This design comes from an exercise in tuning for small area, a short achievable clock period and few clock cycles per item on the open sky130 flow, not from production work. The RTL was checked by simulation tests, not by an equivalence proof against the original design. Power figures rest on the tool's default switching activity, not on a simulated workload.

==> flow/design.v <==
`timescale 1ns / 1ps
package rps_pkg;
    localparam logic [1:0] ACT_RESTART = 2'd0;
    localparam logic [1:0] ACT_SHUFFLE = 2'd1;
    localparam logic [1:0] ACT_READ    = 2'd2;
    typedef struct packed {
        logic [1:0]  action;
        logic [15:0] random_word;
        logic [7:0]  read_index;
    } t_in;
    typedef struct packed {
        logic [7:0] element_value;
        logic       shuffle_complete;
        logic       error_flag;
    } t_out;
    localparam int DIV_STAGES = 8;
endpackage
`timescale 1ns / 1ps
module rps_ram (
    input  logic       i_clk,
    input  logic [7:0] i_raddr,
    output logic [7:0] o_rdata,
    input  logic       i_we,
    input  logic [7:0] i_wa_addr,
    input  logic [7:0] i_wa_data,
    input  logic [7:0] i_wb_addr,
    input  logic [7:0] i_wb_data
);
    logic [255:0][7:0] r_mem;
    logic [15:0] rd_hi, rd_lo, wa_hi, wa_lo, wb_hi, wb_lo;
    assign rd_hi = 16'd1 << i_raddr[7:4];
    assign rd_lo = 16'd1 << i_raddr[3:0];
    assign wa_hi = i_we ? (16'd1 << i_wa_addr[7:4]) : 16'd0;
    assign wa_lo = 16'd1 << i_wa_addr[3:0];
    assign wb_hi = i_we ? (16'd1 << i_wb_addr[7:4]) : 16'd0;
    assign wb_lo = 16'd1 << i_wb_addr[3:0];
    logic [15:0][7:0] rd_grp;
    always_comb begin
        for (int g = 0; g < 16; g++) begin
            rd_grp[g] = '0;
            for (int i = 0; i < 16; i++) begin
                rd_grp[g] = rd_grp[g] | ({8{rd_lo[i]}} & r_mem[16 * g + i]);
            end
        end
        o_rdata = '0;
        for (int g = 0; g < 16; g++) o_rdata = o_rdata | ({8{rd_hi[g]}} & rd_grp[g]);
    end
    always_ff @(posedge i_clk) begin
        for (int i = 0; i < 256; i++) begin
            logic sa, sb;
            sa = wa_hi[i / 16] & wa_lo[i % 16];
            sb = wb_hi[i / 16] & wb_lo[i % 16];
            r_mem[i] <= ~(({8{sa}} & ~i_wa_data) | ({8{sb}} & ~i_wb_data) |
                          ({8{!(sa || sb)}} & ~r_mem[i]));
        end
    end
endmodule
`timescale 1ns / 1ps
module rps_divider #(
    parameter int TW = 4
) (
    input  logic          i_clk,
    input  logic          i_rst_n,
    input  logic          i_valid,
    input  logic [15:0]   i_word,
    input  logic [7:0]    i_s,
    input  logic [9:0]    i_e3,
    input  logic [TW-1:0] i_tag,
    output logic          o_valid,
    output logic [7:0]    o_rem,
    output logic [7:0]    o_s,
    output logic [TW-1:0] o_tag
);
    logic [1:0] s1_t2;
    assign s1_t2 = {i_word[15], i_word[14]};
    logic [11:0] s1_m2_1, s1_m2_2, s1_m2_3;
    assign s1_m2_1 = 12'(s1_t2) + {2'b01, ~{2'b00, i_s}};
    assign s1_m2_2 = 12'(s1_t2) + {2'b01, ~{1'b0, i_s, 1'b1}};
    assign s1_m2_3 = 12'(s1_t2) + {2'b01, ~i_e3};
    logic [1:0] s1_r2;
    assign s1_r2 = s1_m2_3[11] ? s1_m2_3[1:0] : (s1_m2_2[11] ? s1_m2_2[1:0] : (s1_m2_1[11] ? s1_m2_1[1:0] : s1_t2[1:0]));
    logic          q1_valid;
    logic [1:0]    q1_rem;
    logic [13:0]   q1_word;
    logic [7:0]    q1_s;
    logic [9:0]    q1_e3;
    logic [TW-1:0] q1_tag;
    always_ff @(posedge i_clk) begin
        if (!i_rst_n) q1_valid <= 1'b0;
        else          q1_valid <= i_valid;
        q1_rem <= s1_r2;
        q1_word <= i_word[13:0];
        q1_s   <= i_s;
        q1_e3  <= i_e3;
        q1_tag <= i_tag;
    end
    logic [3:0] s2_t4;
    assign s2_t4 = {q1_rem, q1_word[13], q1_word[12]};
    logic [11:0] s2_m4_1, s2_m4_2, s2_m4_3;
    assign s2_m4_1 = 12'(s2_t4) + {2'b01, ~{2'b00, q1_s}};
    assign s2_m4_2 = 12'(s2_t4) + {2'b01, ~{1'b0, q1_s, 1'b1}};
    assign s2_m4_3 = 12'(s2_t4) + {2'b01, ~q1_e3};
    logic [3:0] s2_r4;
    assign s2_r4 = s2_m4_3[11] ? s2_m4_3[3:0] : (s2_m4_2[11] ? s2_m4_2[3:0] : (s2_m4_1[11] ? s2_m4_1[3:0] : s2_t4[3:0]));
    logic          q2_valid;
    logic [3:0]    q2_rem;
    logic [11:0]   q2_word;
    logic [7:0]    q2_s;
    logic [9:0]    q2_e3;
    logic [TW-1:0] q2_tag;
    always_ff @(posedge i_clk) begin
        if (!i_rst_n) q2_valid <= 1'b0;
        else          q2_valid <= q1_valid;
        q2_rem <= s2_r4;
        q2_word <= q1_word[11:0];
        q2_s   <= q1_s;
        q2_e3  <= q1_e3;
        q2_tag <= q1_tag;
    end
    logic [5:0] s3_t6;
    assign s3_t6 = {q2_rem, q2_word[11], q2_word[10]};
    logic [11:0] s3_m6_1, s3_m6_2, s3_m6_3;
    assign s3_m6_1 = 12'(s3_t6) + {2'b01, ~{2'b00, q2_s}};
    assign s3_m6_2 = 12'(s3_t6) + {2'b01, ~{1'b0, q2_s, 1'b1}};
    assign s3_m6_3 = 12'(s3_t6) + {2'b01, ~q2_e3};
    logic [5:0] s3_r6;
    assign s3_r6 = s3_m6_3[11] ? s3_m6_3[5:0] : (s3_m6_2[11] ? s3_m6_2[5:0] : (s3_m6_1[11] ? s3_m6_1[5:0] : s3_t6[5:0]));
    logic          q3_valid;
    logic [5:0]    q3_rem;
    logic [9:0]   q3_word;
    logic [7:0]    q3_s;
    logic [9:0]    q3_e3;
    logic [TW-1:0] q3_tag;
    always_ff @(posedge i_clk) begin
        if (!i_rst_n) q3_valid <= 1'b0;
        else          q3_valid <= q2_valid;
        q3_rem <= s3_r6;
        q3_word <= q2_word[9:0];
        q3_s   <= q2_s;
        q3_e3  <= q2_e3;
        q3_tag <= q2_tag;
    end
    logic [7:0] s4_t8;
    assign s4_t8 = {q3_rem, q3_word[9], q3_word[8]};
    logic [11:0] s4_m8_1, s4_m8_2, s4_m8_3;
    assign s4_m8_1 = 12'(s4_t8) + {2'b01, ~{2'b00, q3_s}};
    assign s4_m8_2 = 12'(s4_t8) + {2'b01, ~{1'b0, q3_s, 1'b1}};
    assign s4_m8_3 = 12'(s4_t8) + {2'b01, ~q3_e3};
    logic [7:0] s4_r8;
    assign s4_r8 = s4_m8_3[11] ? s4_m8_3[7:0] : (s4_m8_2[11] ? s4_m8_2[7:0] : (s4_m8_1[11] ? s4_m8_1[7:0] : s4_t8[7:0]));
    logic          q4_valid;
    logic [7:0]    q4_rem;
    logic [7:0]   q4_word;
    logic [7:0]    q4_s;
    logic [9:0]    q4_e3;
    logic [TW-1:0] q4_tag;
    always_ff @(posedge i_clk) begin
        if (!i_rst_n) q4_valid <= 1'b0;
        else          q4_valid <= q3_valid;
        q4_rem <= s4_r8;
        q4_word <= q3_word[7:0];
        q4_s   <= q3_s;
        q4_e3  <= q3_e3;
        q4_tag <= q3_tag;
    end
    logic [9:0] s5_t10;
    assign s5_t10 = {q4_rem, q4_word[7], q4_word[6]};
    logic [11:0] s5_m10_1, s5_m10_2, s5_m10_3;
    assign s5_m10_1 = 12'(s5_t10) + {2'b01, ~{2'b00, q4_s}};
    assign s5_m10_2 = 12'(s5_t10) + {2'b01, ~{1'b0, q4_s, 1'b1}};
    assign s5_m10_3 = 12'(s5_t10) + {2'b01, ~q4_e3};
    logic [7:0] s5_r10;
    assign s5_r10 = s5_m10_3[11] ? s5_m10_3[7:0] : (s5_m10_2[11] ? s5_m10_2[7:0] : (s5_m10_1[11] ? s5_m10_1[7:0] : s5_t10[7:0]));
    logic          q5_valid;
    logic [7:0]    q5_rem;
    logic [5:0]   q5_word;
    logic [7:0]    q5_s;
    logic [9:0]    q5_e3;
    logic [TW-1:0] q5_tag;
    always_ff @(posedge i_clk) begin
        if (!i_rst_n) q5_valid <= 1'b0;
        else          q5_valid <= q4_valid;
        q5_rem <= s5_r10;
        q5_word <= q4_word[5:0];
        q5_s   <= q4_s;
        q5_e3  <= q4_e3;
        q5_tag <= q4_tag;
    end
    logic [9:0] s6_t12;
    assign s6_t12 = {q5_rem, q5_word[5], q5_word[4]};
    logic [11:0] s6_m12_1, s6_m12_2, s6_m12_3;
    assign s6_m12_1 = 12'(s6_t12) + {2'b01, ~{2'b00, q5_s}};
    assign s6_m12_2 = 12'(s6_t12) + {2'b01, ~{1'b0, q5_s, 1'b1}};
    assign s6_m12_3 = 12'(s6_t12) + {2'b01, ~q5_e3};
    logic [7:0] s6_r12;
    assign s6_r12 = s6_m12_3[11] ? s6_m12_3[7:0] : (s6_m12_2[11] ? s6_m12_2[7:0] : (s6_m12_1[11] ? s6_m12_1[7:0] : s6_t12[7:0]));
    logic          q6_valid;
    logic [7:0]    q6_rem;
    logic [3:0]   q6_word;
    logic [7:0]    q6_s;
    logic [9:0]    q6_e3;
    logic [TW-1:0] q6_tag;
    always_ff @(posedge i_clk) begin
        if (!i_rst_n) q6_valid <= 1'b0;
        else          q6_valid <= q5_valid;
        q6_rem <= s6_r12;
        q6_word <= q5_word[3:0];
        q6_s   <= q5_s;
        q6_e3  <= q5_e3;
        q6_tag <= q5_tag;
    end
    logic [9:0] s7_t14;
    assign s7_t14 = {q6_rem, q6_word[3], q6_word[2]};
    logic [11:0] s7_m14_1, s7_m14_2, s7_m14_3;
    assign s7_m14_1 = 12'(s7_t14) + {2'b01, ~{2'b00, q6_s}};
    assign s7_m14_2 = 12'(s7_t14) + {2'b01, ~{1'b0, q6_s, 1'b1}};
    assign s7_m14_3 = 12'(s7_t14) + {2'b01, ~q6_e3};
    logic [7:0] s7_r14;
    assign s7_r14 = s7_m14_3[11] ? s7_m14_3[7:0] : (s7_m14_2[11] ? s7_m14_2[7:0] : (s7_m14_1[11] ? s7_m14_1[7:0] : s7_t14[7:0]));
    logic          q7_valid;
    logic [7:0]    q7_rem;
    logic [1:0]   q7_word;
    logic [7:0]    q7_s;
    logic [9:0]    q7_e3;
    logic [TW-1:0] q7_tag;
    always_ff @(posedge i_clk) begin
        if (!i_rst_n) q7_valid <= 1'b0;
        else          q7_valid <= q6_valid;
        q7_rem <= s7_r14;
        q7_word <= q6_word[1:0];
        q7_s   <= q6_s;
        q7_e3  <= q6_e3;
        q7_tag <= q6_tag;
    end
    logic [9:0] s8_t16;
    assign s8_t16 = {q7_rem, q7_word[1], q7_word[0]};
    logic [11:0] s8_m16_1, s8_m16_2, s8_m16_3;
    assign s8_m16_1 = 12'(s8_t16) + {2'b01, ~{2'b00, q7_s}};
    assign s8_m16_2 = 12'(s8_t16) + {2'b01, ~{1'b0, q7_s, 1'b1}};
    assign s8_m16_3 = 12'(s8_t16) + {2'b01, ~q7_e3};
    logic [7:0] s8_r16;
    assign s8_r16 = s8_m16_3[11] ? s8_m16_3[7:0] : (s8_m16_2[11] ? s8_m16_2[7:0] : (s8_m16_1[11] ? s8_m16_1[7:0] : s8_t16[7:0]));
    logic          q8_valid;
    logic [7:0]    q8_rem;
    logic [7:0]    q8_s;
    logic [TW-1:0] q8_tag;
    always_ff @(posedge i_clk) begin
        if (!i_rst_n) q8_valid <= 1'b0;
        else          q8_valid <= q7_valid;
        q8_rem <= s8_r16;
        q8_s   <= q7_s;
        q8_tag <= q7_tag;
    end
    assign o_valid = q8_valid;
    assign o_rem   = q8_rem;
    assign o_s     = q8_s;
    assign o_tag   = q8_tag;
endmodule
`timescale 1ns / 1ps
module random_permutation_shuffler #(
    parameter int FIELD_SIZE = 256,
    parameter int WORD_BITS  = 16
) (
    input  logic          i_clk,
    input  logic          i_rst_n,
    input  logic          i_in_valid,
    output logic          o_in_ready,
    input  rps_pkg::t_in  i_in_data,
    output logic          o_out_valid,
    input  logic          i_out_ready,
    output rps_pkg::t_out o_out_data,
    input  logic          i_cfg_valid,
    output logic          o_cfg_ready,
    input  logic [7:0]    i_cfg_data
);
    localparam int CREDITS = rps_pkg::DIV_STAGES + 4;
    localparam int QDEPTH  = CREDITS - 1;
    localparam int QW      = $clog2(QDEPTH);
    localparam int CW      = $clog2(CREDITS + 1);
    logic          r_ready;
    logic          r_in_valid;
    rps_pkg::t_in  r_in;
    logic          in_fire;
    assign in_fire = i_in_valid && r_ready;
    always_ff @(posedge i_clk) begin
        if (!i_rst_n) r_in_valid <= 1'b0;
        else          r_in_valid <= in_fire;
        r_in <= i_in_data;
    end
    logic [8:0] r_sf;        
    logic [9:0] r_e3;        
    logic [7:0] r_len;
    logic       is_rst, is_sh, is_rd, sh_ok, rd_ok;
    logic [8:0] sf_next;
    logic [7:0] addr;
    logic [4:0] f_tag;       
    logic [15:0] f_word;
    logic [7:0]  f_s;
    logic [9:0]  f_e3;
    assign is_rst  = (r_in.action == rps_pkg::ACT_RESTART);
    assign is_sh   = (r_in.action == rps_pkg::ACT_SHUFFLE);
    assign is_rd   = (r_in.action == rps_pkg::ACT_READ);
    assign sh_ok   = is_sh && !r_sf[8];
    assign rd_ok   = is_rd && (r_in.read_index < r_len);
    assign sf_next = is_rst ? 9'd0 : (sh_ok ? r_sf + 9'd1 : r_sf);
    assign addr    = r_in.read_index + 8'd1;
    assign f_tag[4] = sh_ok;
    assign f_tag[3] = rd_ok;
    assign f_tag[2] = ({1'b0, addr} >= r_sf);
    assign f_tag[1] = sf_next[8];
    assign f_tag[0] = !(is_rst || sh_ok || rd_ok);
    assign f_word   = is_rd ? {8'd0, addr} : r_in.random_word;
    assign f_s      = is_rd ? 8'hff : r_sf[7:0];
    assign f_e3     = is_rd ? 10'd767 : r_e3;
    always_ff @(posedge i_clk) begin
        if (!i_rst_n) begin
            r_sf  <= '0;
            r_e3  <= 10'd2;
            r_len <= 8'd255;
        end else begin
            if (r_in_valid && is_rst) begin
                r_sf <= '0;
                r_e3 <= 10'd2;
            end else if (r_in_valid && sh_ok) begin
                r_sf <= r_sf + 9'd1;
                r_e3 <= r_e3 + 10'd3;
            end
            if (i_cfg_valid) r_len <= i_cfg_data;
        end
    end
    logic       d_valid;
    logic [7:0] d_rem;
    logic [7:0] d_s;
    logic [4:0] d_tag;
    rps_divider #(
        .TW (5)
    ) u_div (
        .i_clk   (i_clk),
        .i_rst_n (i_rst_n),
        .i_valid (r_in_valid),
        .i_word  (f_word),
        .i_s     (f_s),
        .i_e3    (f_e3),
        .i_tag   (f_tag),
        .o_valid (d_valid),
        .o_rem   (d_rem),
        .o_s     (d_s),
        .o_tag   (d_tag)
    );
    logic       r_w_en;      
    logic [7:0] r_w_s, r_w_v, r_w_a;
    logic [7:0] mem_rdata;
    logic       fresh, hit_a, hit_b;
    logic [7:0] val;
    rps_ram u_table (
        .i_clk     (i_clk),
        .i_raddr   (d_rem),
        .o_rdata   (mem_rdata),
        .i_we      (r_w_en),
        .i_wa_addr (r_w_s),
        .i_wa_data (r_w_a),
        .i_wb_addr (r_w_v),
        .i_wb_data (r_w_s)
    );
    assign fresh = d_tag[4] ? (d_rem == d_s) : d_tag[2];
    assign hit_a = r_w_en && (d_rem == r_w_s);
    assign hit_b = r_w_en && (d_rem == r_w_v);
    assign val   = fresh ? d_rem : (hit_a ? r_w_a : (hit_b ? r_w_s : mem_rdata));
    logic r_res_valid, r_res_rd, r_res_cpl, r_res_err;
    always_ff @(posedge i_clk) begin
        if (!i_rst_n) begin
            r_w_en      <= 1'b0;
            r_res_valid <= 1'b0;
        end else begin
            r_w_en      <= d_valid && d_tag[4];
            r_res_valid <= d_valid;
        end
        r_w_s     <= d_s;
        r_w_v     <= d_rem;
        r_w_a     <= val;
        r_res_rd  <= d_tag[3];
        r_res_cpl <= d_tag[1];
        r_res_err <= d_tag[0];
    end
    rps_pkg::t_out push_data;
    assign push_data.element_value    = r_res_rd ? r_w_a : 8'd0;
    assign push_data.shuffle_complete = r_res_cpl;
    assign push_data.error_flag       = r_res_err;
    logic [QDEPTH-1:0][9:0] r_q;
    logic [QDEPTH-1:0]      r_q_wr, r_q_rd;      
    logic [QW:0]            r_q_cnt;
    logic                   r_q_empty;
    logic                   r_out_valid;
    rps_pkg::t_out          r_out;
    logic [CW-1:0]          r_pend;
    logic [9:0]             q_head;
    logic out_space, q_push, q_pop, out_fire;
    logic [QW:0]   q_cnt_inc, q_cnt_dec;
    logic [CW-1:0] pend_inc, pend_dec;
    logic          rdy_inc, rdy_same;
    assign out_fire  = r_out_valid && i_out_ready;
    assign out_space = !r_out_valid || i_out_ready;
    assign q_pop     = out_space && !r_q_empty;
    assign q_push    = r_res_valid && !(out_space && r_q_empty);
    assign q_cnt_inc = r_q_cnt + (QW+1)'(1);
    assign q_cnt_dec = r_q_cnt - (QW+1)'(1);
    assign pend_inc  = r_pend + CW'(1);
    assign pend_dec  = r_pend - CW'(1);
    assign rdy_inc   = (pend_inc < CW'(CREDITS));
    assign rdy_same  = (r_pend < CW'(CREDITS));
    always_comb begin
        q_head = '0;
        for (int i = 0; i < QDEPTH; i++) q_head = q_head | ({10{r_q_rd[i]}} & r_q[i]);
    end
    always_ff @(posedge i_clk) begin
        if (!i_rst_n) begin
            r_out_valid <= 1'b0;
            r_q_wr      <= QDEPTH'(1);
            r_q_rd      <= QDEPTH'(1);
            r_q_cnt     <= '0;
            r_q_empty   <= 1'b1;
            r_pend      <= '0;
            r_ready     <= 1'b1;
        end else begin
            if (out_space) r_out_valid <= !r_q_empty || r_res_valid;
            if (q_push) r_q_wr <= {r_q_wr[QDEPTH-2:0], r_q_wr[QDEPTH-1]};
            if (q_pop)  r_q_rd <= {r_q_rd[QDEPTH-2:0], r_q_rd[QDEPTH-1]};
            if (q_push && !q_pop) begin
                r_q_cnt   <= q_cnt_inc;
                r_q_empty <= 1'b0;
            end else if (!q_push && q_pop) begin
                r_q_cnt   <= q_cnt_dec;
                r_q_empty <= (r_q_cnt == (QW+1)'(1));
            end
            if (in_fire && !out_fire) begin
                r_pend  <= pend_inc;
                r_ready <= rdy_inc;
            end else if (!in_fire && out_fire) begin
                r_pend  <= pend_dec;
                r_ready <= 1'b1;
            end else begin
                r_ready <= rdy_same;
            end
        end
        if (out_space) r_out <= r_q_empty ? push_data : q_head;
        for (int i = 0; i < QDEPTH; i++) begin
            if (r_res_valid && r_q_wr[i]) r_q[i] <= push_data;
        end
    end
    assign o_in_ready  = r_ready;
    assign o_cfg_ready = 1'b1;
    assign o_out_valid = r_out_valid;
    assign o_out_data  = r_out;
endmodule
`timescale 1ns / 1ps
module rps_top (
    input  logic        i_clk,
    input  logic        i_rst_n,
    input  logic        i_in_valid,
    output logic        o_in_ready,
    input  logic [1:0]  i_in_action,
    input  logic [15:0] i_in_word,
    input  logic [7:0]  i_in_index,
    output logic        o_out_valid,
    input  logic        i_out_ready,
    output logic [7:0]  o_out_element,
    output logic        o_out_complete,
    output logic        o_out_error,
    input  logic        i_cfg_valid,
    output logic        o_cfg_ready,
    input  logic [7:0]  i_cfg_data
);
    rps_pkg::t_in  in_data;
    rps_pkg::t_out out_data;
    assign in_data.action      = i_in_action;
    assign in_data.random_word = i_in_word;
    assign in_data.read_index  = i_in_index;
    random_permutation_shuffler #(
        .FIELD_SIZE (256),
        .WORD_BITS  (16)
    ) u_core (
        .i_clk       (i_clk),
        .i_rst_n     (i_rst_n),
        .i_in_valid  (i_in_valid),
        .o_in_ready  (o_in_ready),
        .i_in_data   (in_data),
        .o_out_valid (o_out_valid),
        .i_out_ready (i_out_ready),
        .o_out_data  (out_data),
        .i_cfg_valid (i_cfg_valid),
        .o_cfg_ready (o_cfg_ready),
        .i_cfg_data  (i_cfg_data)
    );
    assign o_out_element  = out_data.element_value;
    assign o_out_complete = out_data.shuffle_complete;
    assign o_out_error    = out_data.error_flag;
endmodule
==> flow/run.sh <==
#!/bin/bash
# synth_recipe.tcl (not shown) runs the flow's synth.tcl, then flattens the netlist and writes it again
# the make line also repeats each setting of config.mk as NAME=value (left out here)
make -C /OpenROAD-flow-scripts/flow DESIGN_CONFIG=/design/flow/config.mk WORK_HOME=/design/flow/orfs CLKGATE_MAP_FILE= SYNTH_SCRIPT=/design/flow/synth_recipe.tcl finish
==> flow/config.mk <==
export PLATFORM = sky130hd
export DESIGN_NAME = rps_top
export DESIGN_NICKNAME = rps_top
export VERILOG_FILES = /design/flow/design.v
export SDC_FILE = /design/flow/constraint.sdc
export NUM_CORES = 4
export LEC_CHECK = 0
export CAP_MARGIN = 20
export CELL_PAD_IN_SITES_DETAIL_PLACEMENT = 1
export CELL_PAD_IN_SITES_GLOBAL_PLACEMENT = 1
export CORE_MARGIN = 2
export CORE_UTILIZATION = 25
export PLACE_DENSITY = 0.4
export SETUP_SLACK_MARGIN = 4.5
export SLEW_MARGIN = 20
==> flow/constraint.sdc <==
create_clock -name core_clock -period 8.0 [get_ports {i_clk}]
set_input_delay 1.6000 -clock core_clock [delete_from_list [all_inputs] [get_ports {i_clk}]]
set_output_delay 1.6000 -clock core_clock [all_outputs]
set_load 0.01 [all_outputs]
==> flow_summary.yaml, run 1 <==
grt:
  grt_util_all_layers_pct: 34.67
  grt_start_max_net_pins: 104
  grt_overflow: 0
  antenna_found_initial: 86
  grt_pass1_wl_um: 1071000
  grt_pass1_vias: 113400
timing:
  tns_ns: 0
  final_hold_viol_count: 0
  min_period_ns: 4.027
  rsz0062_at_grt: "true"
  slew_viol_final: 0
  fmax_mhz: 248.4
  setup_viol: 0
  fin_skew_ns: 0.05431
  worst_pin_slew_ns: 1.297
  maxSlewHeadroom_pct: 13.54
  period_share_pct: 50.33
run:
  maxCapViolCount: 0
clock_tree:
  ctsHoldBuffers: 0
  cts_tree: "done"
  cts_buffer_depth: 4
  cts-root-buf: "clkbuf_16"
  cts_sinks: 2575
  htree_levels: 5
  cts_buffers: 335
  clock_latency_ns: 1.05
  clk_pin_slew_worst_paths_ns: 0.06
routing:
  routed_wl_um: 818100
  drt_iter0_drc: 14250
  via_per_inst: 5.985
  vias: 119000
  wl_per_cell_um: 41.13
  ant_nets: 0
  drtPass1Iterations: 9
  drcViolationCount: 0
placement:
  finalWeightedCongestion: 0.9458
  post-dp-hpwl_um: 525000
  portBuffers: 50
critical_path:
  cp.required_ns: 8.79
  reg2reg_slack_ns: 3.97
  critPathArrivalTime_ns: 4.81
  reg2reg_to: "u_core.r_w_a[6]"
  start_kind: "register"
  cp-end-kind: "register"
  critPathKind: "reg2reg"
  rr_worst_depth: 9
  r2r_start: "u_core.u_div.q8_rem[3]"
  critPathMaxFanout: 11
run_status:
  status: "complete, no violations"
floorplan:
  fp.dieW_um: 669.6
  die_area_um2: 448400
  pin_count: 52
  initial_core_util_pct: 25.09
  die_h_um: 669.6
  fp.coreArea_um2: 441500
  rows: 244
layout:
  syn_to_final_growth_pct: 21.45
  post_route_cells_drive_above_1_share_pct: 10.59
  layout.nets: 13940
synthesis:
  synthFlopType: "dfxtp_1"
  ys_types: 86
  syn_nets: 13860
  synthArstFlopShare_pct: 0
  yosysSeqAreaShare_pct: 47.70
  syn-cell-area_um2: 110800
  synth_edf_count: 128
  syn-mean-instance-area_um2: 8.138
  ys_warn_count: 3
  ys_ff_latch: 2575
  postSynthCellCount: 13610
hold_path:
  holdCritStartpoint: "u_core.u_div.q7_tag[1]"
  hold_class: "reg2reg"
  whs_path_depth: 0
  min_to: "u_core.u_div.q8_tag[1]"
power:
  peakVddDrop_mv: 0.2696
  finalPower_uw: 44190
  power_density_nw_per_um2: 328.5
  p_leak_uw: 0.05467
## flip-flops by register name, indices dropped and copies added (netlist names), 11 cells and up
| name | cells |
|---|---|
| u_core.r_q | 110 |
| u_core.r_in | 26 |
| u_core.u_div.q1_word | 14 |
| u_core.u_div.q2_word | 12 |
| u_core.r_q_rd | 11 |
| u_core.u_table.r_mem | 2048 |
| u_core.r_q_wr | 11 |
## stage by stage
step | cells | area, µm² | hold slack (ns) | setup slack, ns | utilization, %
after global routing | 19860 | 134400 | 0.3271 | 4.109 | 30.46
after detailed placement | 19050 | 118900 | 0.3135 | 2.408 | 26.94
after global placement | 19050 | 118900 | 0.3121 | 2.243 | 26.93
final | 19890 | 134500 | 0.3230 | 3.973 | 30.47
after floorplan | 13610 | 110800 | 0.3096 | 4.631 | -
after CTS | 19800 | 133300 | 0.3260 | 4.256 | 30.19
## how the worst max path moves through the flow
stage / slack [ns] / cells after the start / end / from
final: 3.97 / 9 / u_core.r_w_a[6] / u_core.u_div.q8_rem[3]
after global routing: 4.11 / 13 / u_core.r_w_a[5] / u_core.u_div.q8_rem[2]
after CTS: 4.26 / 11 / u_core.r_w_a[5] / u_core.u_div.q8_rem[2]
after detailed placement: 2.41 / 12 / u_core.r_w_a[1] / u_core.u_div.q8_rem[1]
after global placement: 2.24 / 9 / u_core.r_w_a[7] / u_core.u_div.q8_rem[1]
after floorplan: 4.63 / 8 / u_core.r_q_empty / i_out_ready
## area by class of cell
cell class,count,area (µm²)
Clock inverter,101,1117
Multi-Input combinational cell,10010,55770
Timing Repair Buffer,600,6760
Clock buffer,493,9858
Tap cell,5904,7387
Antenna cell,37,92.59
Sequential cell,2575,52880
Fill cell,51110,306900
Inverter,174,656.9
## logic make-up (layout without fill, tap and decap cells)
family	Yosys count	after routing	synth area share (%)
AO/OA/AOI/OAI	3669	3669	22.49
XOR/XNOR	144	144	1.139
adder cells (fa/ha/maj)	206	206	2.469
buffers and inverters	1033	1368	3.715
flip-flops	2575	2575	47.70
multiplexers	193	193	1.899
other	1	38	0.003386
AND/OR/NAND/NOR	5789	5792	20.59
## layer usage
metal,global-route usage [%],vias to the layer above,routed length (µm)
met5,0,-,214
met4,20.91,32,58490
met3,7.975,1824,72970
met2,51.36,6609,342200
met1,45.70,61450,344200
li1,-,49130,-
## report_power, final
part	total [µW]	switching [µW]	internal, µW
Sequential	13700	460	13200
Clock	15600	6530	9100
Combinational	14900	10900	3960
Total	44200	17900	26300
## cell usage after synthesis, types with 12 or more instances
cell type / n / share of area (%)
xnor2_1: 82 / 0.65
mux2_2: 97 / 0.99
a211oi_1: 21 / 0.14
a21o_1: 49 / 0.33
a222oi_1: 66 / 0.60
and3_1: 17 / 0.096
o211ai_1: 29 / 0.20
nor2b_1: 30 / 0.17
o2111ai_1: 35 / 0.28
nor2_1: 4332 / 15
nand4_1: 48 / 0.27
ha_1: 185 / 2.1
and2_1: 44 / 0.25
a21oi_1: 175 / 0.79
a22o_1: 179 / 1.4
buf_1: 97 / 0.33
o21a_1: 17 / 0.12
nand2b_1: 37 / 0.21
clkbuf_1: 618 / 2.1
edfxtp_1: 128 / 3.5
o221ai_1: 13 / 0.10
fa_1: 21 / 0.38
or4_1: 12 / 0.081
o21bai_1: 17 / 0.12
buf_2: 129 / 0.58
a221oi_1: 130 / 1.0
a32oi_1: 18 / 0.14
mux2i_1: 92 / 0.83
and4_1: 12 / 0.095
nor4_1: 28 / 0.16
nand2_1: 1019 / 3.5
inv_1: 174 / 0.59
xor2_1: 62 / 0.49
o21ai_0: 151 / 0.68
nand3_1: 81 / 0.37
o22ai_1: 2075 / 12
a21boi_0: 24 / 0.16
a31oi_1: 32 / 0.18
a22oi_1: 553 / 3.7
nor3_1: 69 / 0.31
dfxtp_1: 2447 / 44
## repair_timing
item,in CTS,in global routing
gates cloned,21,8
setup endpoints to repair,1352,183
gates resized for setup,332,105
pin swaps,75,70
endpoints found under the hold margin,0,0
buffers inserted,131,47
## critical path, stage by stage, from the launching register on
cell and delay [ns]:
dfxtp_4 0.55, buf_12 0.17, buf_4 0.11, clkinv_2 0.35, nand2_1 0.84, o21ai_0 0.33, a211oi_4 0.55, o22ai_1 0.28
nand4b_1 0.29, o221a_2 0.27
## cells in the final DEF, fill, tap and decap left out, drive strengths merged, types with 175 or more instances in the layout
cell type,instances
a21oi,175
o22ai,2075
nand2,1019
clkbuf,502
a22oi,553
buf,528
inv,184
nor2,4332
ha,185
dfxtp,2447
a22o,179
Testbench counts, summed over its fixed seeds: cycles 8,272, requests 8,184.
==> run 2, diff against run 1 <==
--- a/flow/design.v
+++ b/flow/design.v
@@ -17,39 +17,34 @@
 endpackage
 `timescale 1ns / 1ps
 module rps_ram (
-    input  logic       i_clk,
-    input  logic [7:0] i_raddr,
-    output logic [7:0] o_rdata,
-    input  logic       i_we,
-    input  logic [7:0] i_wa_addr,
-    input  logic [7:0] i_wa_data,
-    input  logic [7:0] i_wb_addr,
-    input  logic [7:0] i_wb_data
+    input  logic        i_clk,
+    input  logic [15:0] i_rd_lo,
+    input  logic [15:0] i_rd_hi,
+    output logic [7:0]  o_rdata,
+    input  logic [15:0] i_wa_lo,
+    input  logic [15:0] i_wa_hi,
+    input  logic [7:0]  i_wa_data,
+    input  logic [15:0] i_wb_lo,
+    input  logic [15:0] i_wb_hi,
+    input  logic [7:0]  i_wb_data
 );
     logic [255:0][7:0] r_mem;
-    logic [15:0] rd_hi, rd_lo, wa_hi, wa_lo, wb_hi, wb_lo;
-    assign rd_hi = 16'd1 << i_raddr[7:4];
-    assign rd_lo = 16'd1 << i_raddr[3:0];
-    assign wa_hi = i_we ? (16'd1 << i_wa_addr[7:4]) : 16'd0;
-    assign wa_lo = 16'd1 << i_wa_addr[3:0];
-    assign wb_hi = i_we ? (16'd1 << i_wb_addr[7:4]) : 16'd0;
-    assign wb_lo = 16'd1 << i_wb_addr[3:0];
     logic [15:0][7:0] rd_grp;
     always_comb begin
         for (int g = 0; g < 16; g++) begin
             rd_grp[g] = '0;
             for (int i = 0; i < 16; i++) begin
-                rd_grp[g] = rd_grp[g] | ({8{rd_lo[i]}} & r_mem[16 * g + i]);
+                rd_grp[g] = rd_grp[g] | ({8{i_rd_lo[i]}} & r_mem[16 * g + i]);
             end
         end
         o_rdata = '0;
-        for (int g = 0; g < 16; g++) o_rdata = o_rdata | ({8{rd_hi[g]}} & rd_grp[g]);
+        for (int g = 0; g < 16; g++) o_rdata = o_rdata | ({8{i_rd_hi[g]}} & rd_grp[g]);
     end
     always_ff @(posedge i_clk) begin
         for (int i = 0; i < 256; i++) begin
             logic sa, sb;
-            sa = wa_hi[i / 16] & wa_lo[i % 16];
-            sb = wb_hi[i / 16] & wb_lo[i % 16];
+            sa = i_wa_hi[i / 16] & i_wa_lo[i % 16];
+            sb = i_wb_hi[i / 16] & i_wb_lo[i % 16];
             r_mem[i] <= ~(({8{sa}} & ~i_wa_data) | ({8{sb}} & ~i_wb_data) |
                           ({8{!(sa || sb)}} & ~r_mem[i]));
         end
@@ -273,7 +268,7 @@
     output logic          o_cfg_ready,
     input  logic [7:0]    i_cfg_data
 );
-    localparam int CREDITS = rps_pkg::DIV_STAGES + 4;
+    localparam int CREDITS = rps_pkg::DIV_STAGES + 5;
     localparam int QDEPTH  = CREDITS - 1;
     localparam int QW      = $clog2(QDEPTH);
     localparam int CW      = $clog2(CREDITS + 1);
@@ -347,40 +342,62 @@
         .o_s     (d_s),
         .o_tag   (d_tag)
     );
-    logic       r_w_en;      
-    logic [7:0] r_w_s, r_w_v, r_w_a;
-    logic [7:0] mem_rdata;
-    logic       fresh, hit_a, hit_b;
-    logic [7:0] val;
+    logic        r_d_valid, r_d_sh, r_d_rd, r_d_cpl, r_d_err;
+    logic        r_d_fresh, r_d_hit_a, r_d_hit_b;
+    logic [7:0]  r_d_a, r_d_s;
+    logic [15:0] r_d_a_lo, r_d_a_hi, r_d_s_lo, r_d_s_hi;
+    always_ff @(posedge i_clk) begin
+        if (!i_rst_n) r_d_valid <= 1'b0;
+        else          r_d_valid <= d_valid;
+        r_d_sh    <= d_tag[4];
+        r_d_rd    <= d_tag[3];
+        r_d_cpl   <= d_tag[1];
+        r_d_err   <= d_tag[0];
+        r_d_fresh <= d_tag[4] ? (d_rem == d_s) : d_tag[2];
+        r_d_hit_a <= r_d_valid && r_d_sh && (d_rem == r_d_s);
+        r_d_hit_b <= r_d_valid && r_d_sh && (d_rem == r_d_a);
+        r_d_a     <= d_rem;
+        r_d_s     <= d_s;
+        r_d_a_lo  <= 16'd1 << d_rem[3:0];
+        r_d_a_hi  <= 16'd1 << d_rem[7:4];
+        r_d_s_lo  <= 16'd1 << d_s[3:0];
+        r_d_s_hi  <= 16'd1 << d_s[7:4];
+    end
+    logic [7:0]  r_w_s, r_w_a;
+    logic [15:0] r_w_s_lo, r_w_s_hi, r_w_v_lo, r_w_v_hi;
+    logic [7:0]  mem_rdata;
+    logic [7:0]  val;
     rps_ram u_table (
         .i_clk     (i_clk),
-        .i_raddr   (d_rem),
+        .i_rd_lo   (r_d_a_lo),
+        .i_rd_hi   (r_d_a_hi),
         .o_rdata   (mem_rdata),
-        .i_we      (r_w_en),
-        .i_wa_addr (r_w_s),
+        .i_wa_lo   (r_w_s_lo),
+        .i_wa_hi   (r_w_s_hi),
         .i_wa_data (r_w_a),
-        .i_wb_addr (r_w_v),
+        .i_wb_lo   (r_w_v_lo),
+        .i_wb_hi   (r_w_v_hi),
         .i_wb_data (r_w_s)
     );
-    assign fresh = d_tag[4] ? (d_rem == d_s) : d_tag[2];
-    assign hit_a = r_w_en && (d_rem == r_w_s);
-    assign hit_b = r_w_en && (d_rem == r_w_v);
-    assign val   = fresh ? d_rem : (hit_a ? r_w_a : (hit_b ? r_w_s : mem_rdata));
+    assign val = r_d_fresh ? r_d_a : (r_d_hit_a ? r_w_a : (r_d_hit_b ? r_w_s : mem_rdata));
     logic r_res_valid, r_res_rd, r_res_cpl, r_res_err;
     always_ff @(posedge i_clk) begin
         if (!i_rst_n) begin
-            r_w_en      <= 1'b0;
+            r_w_s_hi    <= '0;
+            r_w_v_hi    <= '0;
             r_res_valid <= 1'b0;
         end else begin
-            r_w_en      <= d_valid && d_tag[4];
-            r_res_valid <= d_valid;
+            r_w_s_hi    <= (r_d_valid && r_d_sh) ? r_d_s_hi : 16'd0;
+            r_w_v_hi    <= (r_d_valid && r_d_sh) ? r_d_a_hi : 16'd0;
+            r_res_valid <= r_d_valid;
         end
-        r_w_s     <= d_s;
-        r_w_v     <= d_rem;
+        r_w_s_lo  <= r_d_s_lo;
+        r_w_v_lo  <= r_d_a_lo;
+        r_w_s     <= r_d_s;
         r_w_a     <= val;
-        r_res_rd  <= d_tag[3];
-        r_res_cpl <= d_tag[1];
-        r_res_err <= d_tag[0];
+        r_res_rd  <= r_d_rd;
+        r_res_cpl <= r_d_cpl;
+        r_res_err <= r_d_err;
     end
     rps_pkg::t_out push_data;
     assign push_data.element_value    = r_res_rd ? r_w_a : 8'd0;
--- a/flow/config.mk
+++ b/flow/config.mk
@@ -10,6 +10,8 @@
 export CELL_PAD_IN_SITES_GLOBAL_PLACEMENT = 1
 export CORE_MARGIN = 2
 export CORE_UTILIZATION = 25
+export CTS_CLUSTER_DIAMETER = 80
+export CTS_CLUSTER_SIZE = 30
 export PLACE_DENSITY = 0.4
-export SETUP_SLACK_MARGIN = 4.5
+export SETUP_SLACK_MARGIN = 5.0
 export SLEW_MARGIN = 20
==> flow_summary.yaml, run 2 <==
clock_tree:
  clock_latency_ns: 1.00
  cts_buffers: 189
  cts_sinks: 2730
  cts-root-buf: "clkbuf_16"
  cts_tree: "done"
  htree_levels: 4
  clk_pin_slew_worst_paths_ns: 0.12
  ctsHoldBuffers: 0
  cts_buffer_depth: 4
power:
  finalPower_uw: 36100
  p_leak_uw: 0.05271
  power_density_nw_per_um2: 278.1
  peakVddDrop_mv: 0.2257
floorplan:
  die_area_um2: 454400
  initial_core_util_pct: 25.05
  die_h_um: 674.1
  fp.coreArea_um2: 448200
  pin_count: 52
  fp.dieW_um: 674.1
  rows: 246
layout:
  multiInputGateArea_um2: 53300
  reg_top3: "u_core.u_table.r_mem x2048, u_core.r_q x120, u_core.r_in x26"
  fillCellCount: 51940
  syn_to_final_growth_pct: 15.64
  top_register: "u_core.u_table.r_mem"
  post_route_cells_drive_above_1_share_pct: 7.598
  layout_common_cells: "nor2_1, dfxtp_1, o22ai_1"
  seq_area_um2: 56180
  layout.nets: 13340
  postLayoutCellArea_um2: 129800
  final_common_cell: "nor2_1"
  largest_reg_flops: 2048
timing:
  slew_viol_final: 0
  final_hold_viol_count: 0
  min_period_ns: 3.473
  period_share_pct: 43.42
  fin_skew_ns: 0.05785
  finalWorstSetupSlack_ns: 4.527
  hold-worst-slack_ns: 0.3205
  tns_ns: 0
  rsz0062_at_grt: "true"
  setup_viol: 0
  worst_pin_slew_ns: 1.270
  maxSlewHeadroom_pct: 15.24
  fmax_mhz: 287.9
synthesis:
  syn_nets: 13660
  syn-cell-area_um2: 112300
  synthArstFlopShare_pct: 0
  synth.area.top_cells: "dfxtp_1, nor2_1, o22ai_1"
  synth_most_common_cell: "nor2_1"
  syn-mean-instance-area_um2: 8.371
  synthMuxAreaShare_pct: 0.7133
  synth_top_area_share_pct: 46.22
  postSynthCellCount: 13410
  synth_common_cells: "nor2_1, dfxtp_1, o22ai_1"
  synth_edf_count: 138
  synthFlopType: "dfxtp_1"
  yosysTopAreaCell: "dfxtp_1"
  ys_types: 70
  ys_warn_count: 3
  ys_ff_latch: 2730
  yosysSeqAreaShare_pct: 49.91
  synth_top_family_by_area: "compound AO/OA/AOI/OAI gates"
  yosys.area_share.simple_pct: 19.65
  synthAdderAreaFrac_pct: 2.436
  synth_compound_area_share_pct: 22.56
  synth-xor-area-share_pct: 0.9596
critical_path:
  cp-end-kind: "register"
  critPathKind: "reg2reg"
  critPathMaxFanout: 29
  start_kind: "register"
  cp.required_ns: 8.68
  critPathArrivalTime_ns: 4.15
routing:
  via_per_inst: 5.708
  drt_iter0_drc: 10850
  vias: 109900
  drtPass1Iterations: 6
  ant_nets: 0
  routed_wl_um: 702100
  wl_per_cell_um: 36.47
  drcViolationCount: 0
placement:
  pre_cts_ws_ns: 3.787
  portBuffers: 50
  post-dp-hpwl_um: 411000
  dpl_cell_area_um2: 118700
  finalWeightedCongestion: 0.8375
hold_path:
  hold_class: "reg2reg"
grt:
  grt_pass1_vias: 108300
  grt_start_max_net_pins: 107
  grt_util_all_layers_pct: 29.70
  grt_overflow: 0
  grt_pass1_wl_um: 947700
  antenna_found_initial: 79
run_status:
  status: "complete, no violations"
run:
  maxCapViolCount: 0
run 2: changes by cell type after synthesis, moves of 68 or more:
| cell | delta |
|---|---|
| a22o_1 | +315 |
| dfxtp_1 | +145 |
| a221oi_1 | +362 |
| nor2_1 | -94 |
| clkbuf_1 | +74 |
| nand4_1 | +99 |
| a22oi_1 | -404 |
| a21oi_1 | -69 |
| nand2_1 | -75 |
| buf_2 | -68 |
run 2: where the power goes:
group | switching [µW] | internal [µW]
registers | 977 | 14100
logic | 6610 | 2670
clock network | 6410 | 5370
total | 14000 | 22100
run 2: layout make-up:
cell class                 count  share of cell area [%]
sequential                  2730                   43.28
antenna                       45                 0.08674
timing repair buffer         394                   3.981
tap                         5952                   5.736
multi-input combinational   9624                   41.06
clock buffer                 208                   3.858
inverter                     157                  0.4539
clock inverter               141                   1.546
run 2: kinds of logic (layout without fill, tap and decap cells):
kind of cell | count (synthesis) | after routing
AND/OR/NAND/NOR | 5611 | 5611
AO/OA/AOI/OAI | 3607 | 3607
flip-flops | 2730 | 2730
buffers and inverters | 1056 | 900
adder cells (fa/ha/maj) | 206 | 206
XOR/XNOR | 123 | 123
multiplexers | 76 | 76
other | 1 | 46
run 2: routing by layer:
layer / part of all wire [%] / GRT usage, %
met3: 6.3 / 4.267
met5: 0.016 / 0
met1: 46 / 41.30
met4: 3.9 / 10.39
met2: 44 / 46.76
run 2: per-stage QoR:
| stage | instances | util [%] |
|---|---|---|
| 2_1_floorplan | 13410 | - |
| 5_1_grt | 19230 | 28.95 |
| 4_1_cts | 19180 | 28.81 |
| 3_3_place_gp | 18710 | 26.47 |
| 3_5_place_dp | 18710 | 26.49 |
| 6_report | 19250 | 28.97 |
run 2: timing repair:
| action | CTS | global route |
|---|---|---|
| resized for setup | 336 | 64 |
| cloned | 33 | 3 |
| endpoints found under the setup margin | 32 | 37 |
| hold endpoints to repair | 0 | 0 |
| setup buffers | 90 | 19 |
| pin swaps | 120 | 48 |
run 2: path summary, 6_finish.rpt:
check	startpoint	end	slack (ns)	cells after the start
worst max-delay path	u_core.r_d_a_lo[7]	u_core.r_w_a[5]	4.53	6
worst min-delay path	u_core.r_d_s_lo[1]	u_core.r_w_s_lo[1]	0.32	0
worst max register to register	u_core.r_d_a_lo[7]	u_core.r_w_a[5]	4.53	6
worst min register to register	u_core.r_d_s_lo[1]	u_core.r_w_s_lo[1]	0.32	0
run 2: critical path, stage by stage, from the launching register on:
cell and delay, ns:
dfxtp_4 0.46, buf_8 0.23, a22o_1 0.26, a221oi_1 0.42
nand4_1 0.44, a222oi_1 1.13, a21oi_1 0.14
Testbench counts of run 2, summed over its fixed seeds: cycles 8,280, requests 8,184.
==> run 3, diff against run 2 <==
--- a/flow/design.v
+++ b/flow/design.v
@@ -17,28 +17,24 @@
 endpackage
 `timescale 1ns / 1ps
 module rps_ram (
-    input  logic        i_clk,
-    input  logic [15:0] i_rd_lo,
-    input  logic [15:0] i_rd_hi,
-    output logic [7:0]  o_rdata,
-    input  logic [15:0] i_wa_lo,
-    input  logic [15:0] i_wa_hi,
-    input  logic [7:0]  i_wa_data,
-    input  logic [15:0] i_wb_lo,
-    input  logic [15:0] i_wb_hi,
-    input  logic [7:0]  i_wb_data
+    input  logic            i_clk,
+    input  logic [31:0]     i_rd_lo,
+    output logic [7:0][7:0] o_rgrp,
+    input  logic [15:0]     i_wa_lo,
+    input  logic [15:0]     i_wa_hi,
+    input  logic [7:0]      i_wa_data,
+    input  logic [15:0]     i_wb_lo,
+    input  logic [15:0]     i_wb_hi,
+    input  logic [7:0]      i_wb_data
 );
     logic [255:0][7:0] r_mem;
-    logic [15:0][7:0] rd_grp;
     always_comb begin
-        for (int g = 0; g < 16; g++) begin
-            rd_grp[g] = '0;
-            for (int i = 0; i < 16; i++) begin
-                rd_grp[g] = rd_grp[g] | ({8{i_rd_lo[i]}} & r_mem[16 * g + i]);
+        for (int g = 0; g < 8; g++) begin
+            o_rgrp[g] = '0;
+            for (int i = 0; i < 32; i++) begin
+                o_rgrp[g] = o_rgrp[g] | ({8{i_rd_lo[i]}} & r_mem[32 * g + i]);
             end
         end
-        o_rdata = '0;
-        for (int g = 0; g < 16; g++) o_rdata = o_rdata | ({8{i_rd_hi[g]}} & rd_grp[g]);
     end
     always_ff @(posedge i_clk) begin
         for (int i = 0; i < 256; i++) begin
@@ -268,7 +264,7 @@
     output logic          o_cfg_ready,
     input  logic [7:0]    i_cfg_data
 );
-    localparam int CREDITS = rps_pkg::DIV_STAGES + 5;
+    localparam int CREDITS = rps_pkg::DIV_STAGES + 6;
     localparam int QDEPTH  = CREDITS - 1;
     localparam int QW      = $clog2(QDEPTH);
     localparam int CW      = $clog2(CREDITS + 1);
@@ -343,35 +339,62 @@
         .o_tag   (d_tag)
     );
     logic        r_d_valid, r_d_sh, r_d_rd, r_d_cpl, r_d_err;
-    logic        r_d_fresh, r_d_hit_a, r_d_hit_b;
     logic [7:0]  r_d_a, r_d_s;
-    logic [15:0] r_d_a_lo, r_d_a_hi, r_d_s_lo, r_d_s_hi;
+    logic [31:0] r_d_lo;
+    logic [7:0]  r_d_hi;
+    logic [4:0]  r_d_sel;        
+    logic        r1_valid, r1_sh, r1_rd, r1_cpl, r1_err;
+    logic [7:0]  r1_a, r1_s;
+    logic [7:0]  r1_hi;
+    logic [4:0]  r1_sel;
+    logic [7:0][7:0] r1_grp;
+    logic        d_fresh, d_h1a, d_h1b, d_h2a, d_h2b;
+    logic [4:0]  d_sel;
+    assign d_fresh = d_tag[4] ? (d_rem == d_s) : d_tag[2];
+    assign d_h1a   = r_d_valid && r_d_sh && (d_rem == r_d_s);
+    assign d_h1b   = r_d_valid && r_d_sh && (d_rem == r_d_a);
+    assign d_h2a   = r1_valid && r1_sh && (d_rem == r1_s);
+    assign d_h2b   = r1_valid && r1_sh && (d_rem == r1_a);
+    assign d_sel[4] = d_fresh;
+    assign d_sel[3] = !d_fresh && d_h1a;
+    assign d_sel[2] = !d_fresh && !d_h1a && d_h1b;
+    assign d_sel[1] = !d_fresh && !d_h1a && !d_h1b && d_h2a;
+    assign d_sel[0] = !d_fresh && !d_h1a && !d_h1b && !d_h2a && d_h2b;
     always_ff @(posedge i_clk) begin
-        if (!i_rst_n) r_d_valid <= 1'b0;
-        else          r_d_valid <= d_valid;
-        r_d_sh    <= d_tag[4];
-        r_d_rd    <= d_tag[3];
-        r_d_cpl   <= d_tag[1];
-        r_d_err   <= d_tag[0];
-        r_d_fresh <= d_tag[4] ? (d_rem == d_s) : d_tag[2];
-        r_d_hit_a <= r_d_valid && r_d_sh && (d_rem == r_d_s);
-        r_d_hit_b <= r_d_valid && r_d_sh && (d_rem == r_d_a);
-        r_d_a     <= d_rem;
-        r_d_s     <= d_s;
-        r_d_a_lo  <= 16'd1 << d_rem[3:0];
-        r_d_a_hi  <= 16'd1 << d_rem[7:4];
-        r_d_s_lo  <= 16'd1 << d_s[3:0];
-        r_d_s_hi  <= 16'd1 << d_s[7:4];
+        if (!i_rst_n) begin
+            r_d_valid <= 1'b0;
+            r1_valid  <= 1'b0;
+        end else begin
+            r_d_valid <= d_valid;
+            r1_valid  <= r_d_valid;
+        end
+        r_d_sh  <= d_tag[4];
+        r_d_rd  <= d_tag[3];
+        r_d_cpl <= d_tag[1];
+        r_d_err <= d_tag[0];
+        r_d_sel <= d_sel;
+        r_d_a   <= d_rem;
+        r_d_s   <= d_s;
+        r_d_lo  <= 32'd1 << d_rem[4:0];
+        r_d_hi  <= (d_sel != '0) ? 8'd0 : (8'd1 << d_rem[7:5]);
+        r1_sh   <= r_d_sh;
+        r1_rd   <= r_d_rd;
+        r1_cpl  <= r_d_cpl;
+        r1_err  <= r_d_err;
+        r1_sel  <= r_d_sel;
+        r1_a    <= r_d_a;
+        r1_s    <= r_d_s;
+        r1_hi   <= r_d_hi;
     end
-    logic [7:0]  r_w_s, r_w_a;
+    logic [7:0]  r_w_s, r_w_a, r_x_s, r_x_a;
     logic [15:0] r_w_s_lo, r_w_s_hi, r_w_v_lo, r_w_v_hi;
+    logic [7:0][7:0] mem_grp;
     logic [7:0]  mem_rdata;
     logic [7:0]  val;
     rps_ram u_table (
         .i_clk     (i_clk),
-        .i_rd_lo   (r_d_a_lo),
-        .i_rd_hi   (r_d_a_hi),
-        .o_rdata   (mem_rdata),
+        .i_rd_lo   (r_d_lo),
+        .o_rgrp    (mem_grp),
         .i_wa_lo   (r_w_s_lo),
         .i_wa_hi   (r_w_s_hi),
         .i_wa_data (r_w_a),
@@ -379,7 +402,13 @@
         .i_wb_hi   (r_w_v_hi),
         .i_wb_data (r_w_s)
     );
-    assign val = r_d_fresh ? r_d_a : (r_d_hit_a ? r_w_a : (r_d_hit_b ? r_w_s : mem_rdata));
+    always_ff @(posedge i_clk) r1_grp <= mem_grp;
+    always_comb begin
+        mem_rdata = '0;
+        for (int g = 0; g < 8; g++) mem_rdata = mem_rdata | ({8{r1_hi[g]}} & r1_grp[g]);
+    end
+    assign val = mem_rdata | ({8{r1_sel[4]}} & r1_a) | ({8{r1_sel[3]}} & r_w_a) |
+                 ({8{r1_sel[2]}} & r_w_s) | ({8{r1_sel[1]}} & r_x_a) | ({8{r1_sel[0]}} & r_x_s);
     logic r_res_valid, r_res_rd, r_res_cpl, r_res_err;
     always_ff @(posedge i_clk) begin
         if (!i_rst_n) begin
@@ -387,17 +416,19 @@
             r_w_v_hi    <= '0;
             r_res_valid <= 1'b0;
         end else begin
-            r_w_s_hi    <= (r_d_valid && r_d_sh) ? r_d_s_hi : 16'd0;
-            r_w_v_hi    <= (r_d_valid && r_d_sh) ? r_d_a_hi : 16'd0;
-            r_res_valid <= r_d_valid;
+            r_w_s_hi    <= (r1_valid && r1_sh) ? (16'd1 << r1_s[7:4]) : 16'd0;
+            r_w_v_hi    <= (r1_valid && r1_sh) ? (16'd1 << r1_a[7:4]) : 16'd0;
+            r_res_valid <= r1_valid;
         end
-        r_w_s_lo  <= r_d_s_lo;
-        r_w_v_lo  <= r_d_a_lo;
-        r_w_s     <= r_d_s;
+        r_w_s_lo  <= 16'd1 << r1_s[3:0];
+        r_w_v_lo  <= 16'd1 << r1_a[3:0];
+        r_w_s     <= r1_s;
         r_w_a     <= val;
-        r_res_rd  <= r_d_rd;
-        r_res_cpl <= r_d_cpl;
-        r_res_err <= r_d_err;
+        r_x_s     <= r_w_s;
+        r_x_a     <= r_w_a;
+        r_res_rd  <= r1_rd;
+        r_res_cpl <= r1_cpl;
+        r_res_err <= r1_err;
     end
     rps_pkg::t_out push_data;
     assign push_data.element_value    = r_res_rd ? r_w_a : 8'd0;
==> flow_summary.yaml, run 3 <==
timing:
  slew_viol_final: 0
  setup_viol: 0
  tns_ns: 0
  period_share_pct: 39.51
  fin_skew_ns: 0.05839
  rsz0062_at_grt: "true"
  fmax_mhz: 316.4
  min_period_ns: 3.160
  maxSlewHeadroom_pct: 21.33
  worst_pin_slew_ns: 1.180
  final_hold_viol_count: 0
synthesis:
  postSynthCellCount: 13800
  synth_common_cells: "nor2_1, dfxtp_1, o22ai_1"
  ys_types: 90
  syn-mean-instance-area_um2: 8.325
  yosysTopAreaCell: "dfxtp_1"
  synth_edf_count: 140
  ys_warn_count: 3
  syn-cell-area_um2: 114800
  synth.area.top_cells: "dfxtp_1, nor2_1, o22ai_1"
  synth_top_area_share_pct: 46.96
  ys_ff_latch: 2834
  synth_most_common_cell: "nor2_1"
  yosysSeqAreaShare_pct: 50.62
  synthArstFlopShare_pct: 0
  syn_nets: 14040
  synthFlopType: "dfxtp_1"
floorplan:
  initial_core_util_pct: 25.14
  fp.dieW_um: 681.8
  die_area_um2: 464800
  die_h_um: 681.8
  pin_count: 52
  rows: 248
  fp.coreArea_um2: 456800
layout:
  reg_top3: "u_core.u_table.r_mem x2048, u_core.r_q x130, u_core.r1_grp x64"
  post_route_cells_drive_above_1_share_pct: 5.313
  fillCellCount: 53060
  final_common_cell: "nor2_1"
  postLayoutCellArea_um2: 129000
  layout.nets: 13570
  syn_to_final_growth_pct: 12.33
  top_register: "u_core.u_table.r_mem"
  layout_common_cells: "nor2_1, dfxtp_1, o22ai_1"
  largest_reg_flops: 2048
clock_tree:
  cts_buffer_depth: 4
  cts-root-buf: "clkbuf_16"
  htree_levels: 4
  cts_tree: "done"
  cts_sinks: 2834
  cts_buffers: 199
  clk_pin_slew_worst_paths_ns: 0.11
  ctsHoldBuffers: 0
  clock_latency_ns: 1.00
power:
  peakVddDrop_mv: 0.3436
  power_density_nw_per_um2: 281.4
  p_leak_uw: 0.05244
routing:
  drcViolationCount: 0
  drt_iter0_drc: 10830
  vias: 111400
  drtPass1Iterations: 5
  ant_nets: 0
  via_per_inst: 5.669
  wl_per_cell_um: 35.78
  routed_wl_um: 702900
grt:
  grt_pass1_wl_um: 952300
  antenna_found_initial: 52
  grt_util_all_layers_pct: 29.13
  grt_pass1_vias: 110600
  grt_start_max_net_pins: 115
  grt_overflow: 0
critical_path:
  cp.required_ns: 6.40
  cp-end-kind: "primary output"
  slowest_stage: "edfxtp_1"
  slowest_delay_ns: 0.43
  critPathKind: "reg2out"
  critPathMaxFanout: 1
  critPathArrivalTime_ns: 1.56
  start_kind: "register"
  critical_path.top_delay_family: "flip-flops"
  path_buf_inv: 1
  critical_path.cell_chain: "buf_6"
placement:
  dpl_cell_area_um2: 121500
  post-dp-hpwl_um: 435300
  portBuffers: 50
  finalWeightedCongestion: 0.8537
run:
  maxCapViolCount: 0
hold_path:
  hold_class: "reg2reg"
run_status:
  status: "complete, no violations"
-- run 3: cell types whose count changed in the layout (fill, tap and decap cells not counted), sizes merged, moves of 31 or more --
| cell | before | now |
|---|---|---|
| a221oi | 494 | 144 |
| a22oi | 149 | 838 |
| and2 | 80 | 47 |
| nand3 | 53 | 191 |
| buf | 341 | 195 |
| nor2 | 4238 | 4269 |
| or4 | 6 | 72 |
| dfxtp | 2592 | 2694 |
| a22o | 494 | 138 |
-- run 3: final cells by class --
cell class / count / area, µm² / share of cell area [%]
Antenna cell: 24 / 60.06 / 0.04655
Sequential cell: 2834 / 58450 / 45.31
Tap cell: 6125 / 7664 / 5.940
Multi-Input combinational cell: 9886 / 52670 / 40.82
Clock buffer: 222 / 5328 / 4.130
Inverter: 174 / 653.1 / 0.5063
Clock inverter: 147 / 2016 / 1.562
Timing Repair Buffer: 232 / 2166 / 1.679
-- run 3: power by group --
part	internal, µW	switching [µW]
logic	2140	5550
registers	14700	1770
clock network	5470	6720
-- run 3: path summary, 6_finish.rpt --
path	from	end	slack [ns]	depth (start not counted)
min	u_core.u_div.q8_tag[1]	u_core.r_d_cpl	0.32	0
min reg2reg	u_core.u_div.q8_tag[1]	u_core.r_d_cpl	0.32	0
max reg2reg	u_core.r_d_lo[18]	u_core.r1_grp[59]	5.03	6
max	u_core.r_out[4]	o_out_element[2]	4.84	1
-- run 3: cell families (layout without fill, tap and decap cells) --
family / Yosys count / count (layout) / synth area share [%]
buf+inv: 1076 / 775 / 3.604
fa+ha+maj: 206 / 206 / 2.381
compound gates: 3655 / 3655 / 21.76
simple gates: 5863 / 5863 / 20.38
mux: 20 / 20 / 0.1797
other cells: 1 / 25 / 0.003265
xor+xnor: 141 / 141 / 1.075
flops: 2834 / 2834 / 50.62
-- run 3: metal layers --
metal  GRT usage (%)  routed length (µm)  vias up
li1                -                   -    48530
met2           47.86              323600     3879
met1           39.25              311500    57990
met3           3.701               41040      942
met4           9.910               26540       26
met5               0                 179        -
-- run 3: repair_timing --
item | in CTS | in global routing
gates resized for setup | 60 | 5
endpoints found under the setup margin | 100 | 24
buffers inserted | 3 | 6
pin swaps | 1 | 1
hold endpoints to repair | 0 | 0
cloned | 0 | 0
-- run 3: metrics by stage --
stage	cells	hold slack (ns)	total power (µW)	worst slack (ns)	utilization, %
6_report	19640	0.3242	36300	4.840	28.24
4_1_cts	19610	0.3234	36520	4.733	28.21
3_5_place_dp	19240	0.3135	24290	3.834	26.61
5_1_grt	19630	0.3206	37480	4.775	28.24
3_3_place_gp	19240	0.3118	24230	3.753	26.60
2_1_floorplan	13800	0.3096	19860	4.630	-
Testbench counts of run 3, summed over its fixed seeds: cycles 8,288, requests 8,184.
==> run 4, diff against run 3 <==
--- a/flow/config.mk
+++ b/flow/config.mk
@@ -9,9 +9,9 @@
 export CELL_PAD_IN_SITES_DETAIL_PLACEMENT = 1
 export CELL_PAD_IN_SITES_GLOBAL_PLACEMENT = 1
 export CORE_MARGIN = 2
-export CORE_UTILIZATION = 25
+export CORE_UTILIZATION = 35
 export CTS_CLUSTER_DIAMETER = 80
 export CTS_CLUSTER_SIZE = 30
-export PLACE_DENSITY = 0.4
+export PLACE_DENSITY = 0.42
 export SETUP_SLACK_MARGIN = 5.0
 export SLEW_MARGIN = 20
==> flow_summary.yaml, run 4 <==
routing:
  wl_per_cell_um: 35.23
  via_per_inst: 6.353
  vias: 113100
  drt_iter0_drc: 12950
  drcViolationCount: 0
  drtPass1Iterations: 8
  routed_wl_um: 627000
  ant_nets: 0
critical_path:
  start_kind: "register"
  critPathArrivalTime_ns: 1.61
  critical_path.cell_chain: "buf_6"
  path_buf_inv: 1
  crit_start: "u_core.r_out[3]"
  critPathMaxFanout: 1
  reg2reg_to: "u_core.r1_grp[4]"
  critical_path.top_delay_family: "flip-flops"
  r2r_start: "u_core.r_d_lo[5]"
  cp-end-kind: "primary output"
  reg2reg_slack_ns: 4.86
  slowest_stage: "edfxtp_1"
  crit_cells: 1
  cp.required_ns: 6.40
  critPathKind: "reg2out"
  slowest_delay_ns: 0.50
  rr_worst_depth: 5
  crit_end: "o_out_element[1]"
timing:
  slew_viol_final: 0
  tns_ns: 0
  setup_viol: 0
  period_share_pct: 40.14
  final_hold_viol_count: 0
  hold-worst-slack_ns: 0.3239
  fmax_mhz: 311.4
  worst_pin_slew_ns: 1.289
  rsz0062_at_grt: "true"
  finalWorstSetupSlack_ns: 4.789
  fin_skew_ns: 0.06495
  maxSlewHeadroom_pct: 14.09
  min_period_ns: 3.211
clock_tree:
  cts_tree: "done"
  cts_sinks: 2834
  clock_latency_ns: 0.96
  htree_levels: 4
  cts_buffers: 176
  cts_buffer_depth: 4
  clk_pin_slew_worst_paths_ns: 0.11
  cts-root-buf: "clkbuf_16"
power:
  p_leak_uw: 0.05176
  peakVddDrop_mv: 0.2574
  power_density_nw_per_um2: 275.5
synthesis:
  synth_common_cells: "nor2_1, dfxtp_1, o22ai_1"
  ys_warn_count: 3
  synth_most_common_cell: "nor2_1"
  syn_nets: 14040
  yosysTopAreaCell: "dfxtp_1"
  synth.area.top_cells: "dfxtp_1, nor2_1, o22ai_1"
  postSynthCellCount: 13800
  ys_ff_latch: 2834
  synth_top_area_share_pct: 46.96
  synthFlopType: "dfxtp_1"
  synth_edf_count: 140
  ys_types: 90
  syn-cell-area_um2: 114800
  synthArstFlopShare_pct: 0
  yosysSeqAreaShare_pct: 50.62
  syn-mean-instance-area_um2: 8.325
placement:
  post-dp-hpwl_um: 379900
  pre_cts_ws_ns: 3.764
  portBuffers: 50
  finalWeightedCongestion: 0.9090
layout:
  largest_reg_flops: 2048
  layout.nets: 13520
  post_route_cells_drive_above_1_share_pct: 4.687
  final_common_cell: "nor2_1"
  reg_top3: "u_core.u_table.r_mem x2048, u_core.r_q x130, u_core.r1_grp x64"
  top_register: "u_core.u_table.r_mem"
  multiInputGateArea_um2: 52670
  syn_to_final_growth_pct: 9.277
  seq_area_um2: 58440
  fillCellCount: 38100
  layout_common_cells: "nor2_1, dfxtp_1, o22ai_1"
run:
  maxCapViolCount: 0
floorplan:
  rows: 210
  pin_count: 52
  fp.coreArea_um2: 326900
  fp.dieW_um: 576.8
  die_h_um: 576.8
  die_area_um2: 332700
  initial_core_util_pct: 35.14
grt:
  grt_pass1_vias: 109800
  grt_start_max_net_pins: 133
  antenna_found_initial: 47
  grt_pass1_wl_um: 866500
  grt_overflow: 0
  grt_util_all_layers_pct: 36.26
run_status:
  status: "complete, no violations"
hold_path:
  holdCritStartpoint: "u_core.u_div.q3_word[0]"
  hold_class: "reg2reg"
[run 4: cell counts after synthesis]
No cell type changed its count.
[run 4: worst min-delay path by stage]
stage / end / slack [ns] / depth (start not counted)
finish: u_core.u_div.q4_word[0] / 0.32 / 0
global route: u_core.r_d_cpl / 0.33 / 0
CTS: u_core.r1_hi[6] / 0.33 / 0
detailed placement: u_core.r_res_cpl / 0.31 / 0
global placement: u_core.u_div.q7_tag[4] / 0.31 / 0
floorplan: u_core.r1_cpl / 0.31 / 0
[run 4: layout make-up]
cell class / count / area share, %
flip-flops and latches: 2834 / 46.57
multi-input cells: 9886 / 41.96
well taps: 4346 / 4.333
clock buffers: 190 / 3.641
repair buffers: 202 / 1.507
clock inverters: 133 / 1.394
inverters: 174 / 0.5264
diodes: 33 / 0.06580
[run 4: kinds of logic (layout without fill, tap and decap cells)]
family | Yosys count | after routing | synth area share, %
buffers and inverters | 1076 | 699 | 3.604
muxes | 20 | 20 | 0.1797
adders and majority gates | 206 | 206 | 2.381
AOI/OAI and AO/OA | 3655 | 3655 | 21.76
xor gates and xnor gates | 141 | 141 | 1.075
other | 1 | 34 | 0.003265
and+or+nand+nor | 5863 | 5863 | 20.38
DFF | 2834 | 2834 | 50.62
[run 4: report_power, final]
group | total (µW) | switching [µW] | internal, µW
combinational | 7190 | 5090 | 2100
sequential | 16500 | 1840 | 14700
clock | 10900 | 6180 | 4700
[run 4: metrics by stage]
step	area (µm²)	util [%]	instances	power, µW
3_3_place_gp	119000	36.41	17430	23570
5_1_grt	125400	38.37	17770	35490
3_5_place_dp	119000	36.41	17430	23690
2_1_floorplan	114900	-	13800	19860
6_report	125500	38.40	17800	34570
4_1_cts	125300	38.35	17760	34440
[run 4: per-layer routing]
| layer | share of wire (%) | global-route usage, % | routed length, µm |
|---|---|---|---|
| met5 | 0.031 | 0 | 196 |
| met4 | 5.1 | 17.44 | 32100 |
| met3 | 8.7 | 6.412 | 54270 |
| met2 | 44 | 56.13 | 274600 |
| met1 | 42 | 48.76 | 265800 |
[run 4: what timing repair did]
item	CTS	global route
endpoints found under the setup margin	98	77
hold buffers	0	0
resized for setup	55	12
pin swaps	0	2
buffers inserted	3	6

## afterwards: timing with drivers on the ports
How much do the figures lean on ideal ports? The routed layouts below were timed once more, with nothing changed but the port constraints. Step 1: set_driving_cell puts a clkbuf_16 on i_clk and a buf_2 on each other input, an assumption about the parent block. Step 2 adds t to the input delays and takes it off the output delays; t is the mean of the earliest and latest rising clock arrival at the registers after step 1. Input paths then give back, and output paths get back, about the clock's delay inside the block. a / b / c = no drivers / after step 1 / after step 2; a / b = the first two.
| run | shift t [ns] | setup slack, ns | hold slack, ns | latest minus earliest clock arrival (ns) |
|---|---|---|---|---|
| run 1 | 1.125 | 3.973 / 3.973 / 3.830 | 0.323 / 0.323 / 0.323 | 0.061 / 0.061 |
| run 2 | 1.082 | 4.527 / 4.527 / 4.061 | 0.321 / 0.321 / 0.321 | 0.077 / 0.076 |
| run 3 | 1.093 | 4.840 / 4.721 / 4.144 | 0.324 / 0.324 / 0.324 | 0.068 / 0.069 |
| run 4 | 1.040 | 4.789 / 4.669 / 4.136 | 0.324 / 0.324 / 0.324 | 0.075 / 0.075 |
After both steps every run listed still meets setup and hold. For run 3, which loses most, drivers alone change the setup slack by -0.119 ns; drivers and shift together by -0.696 ns.
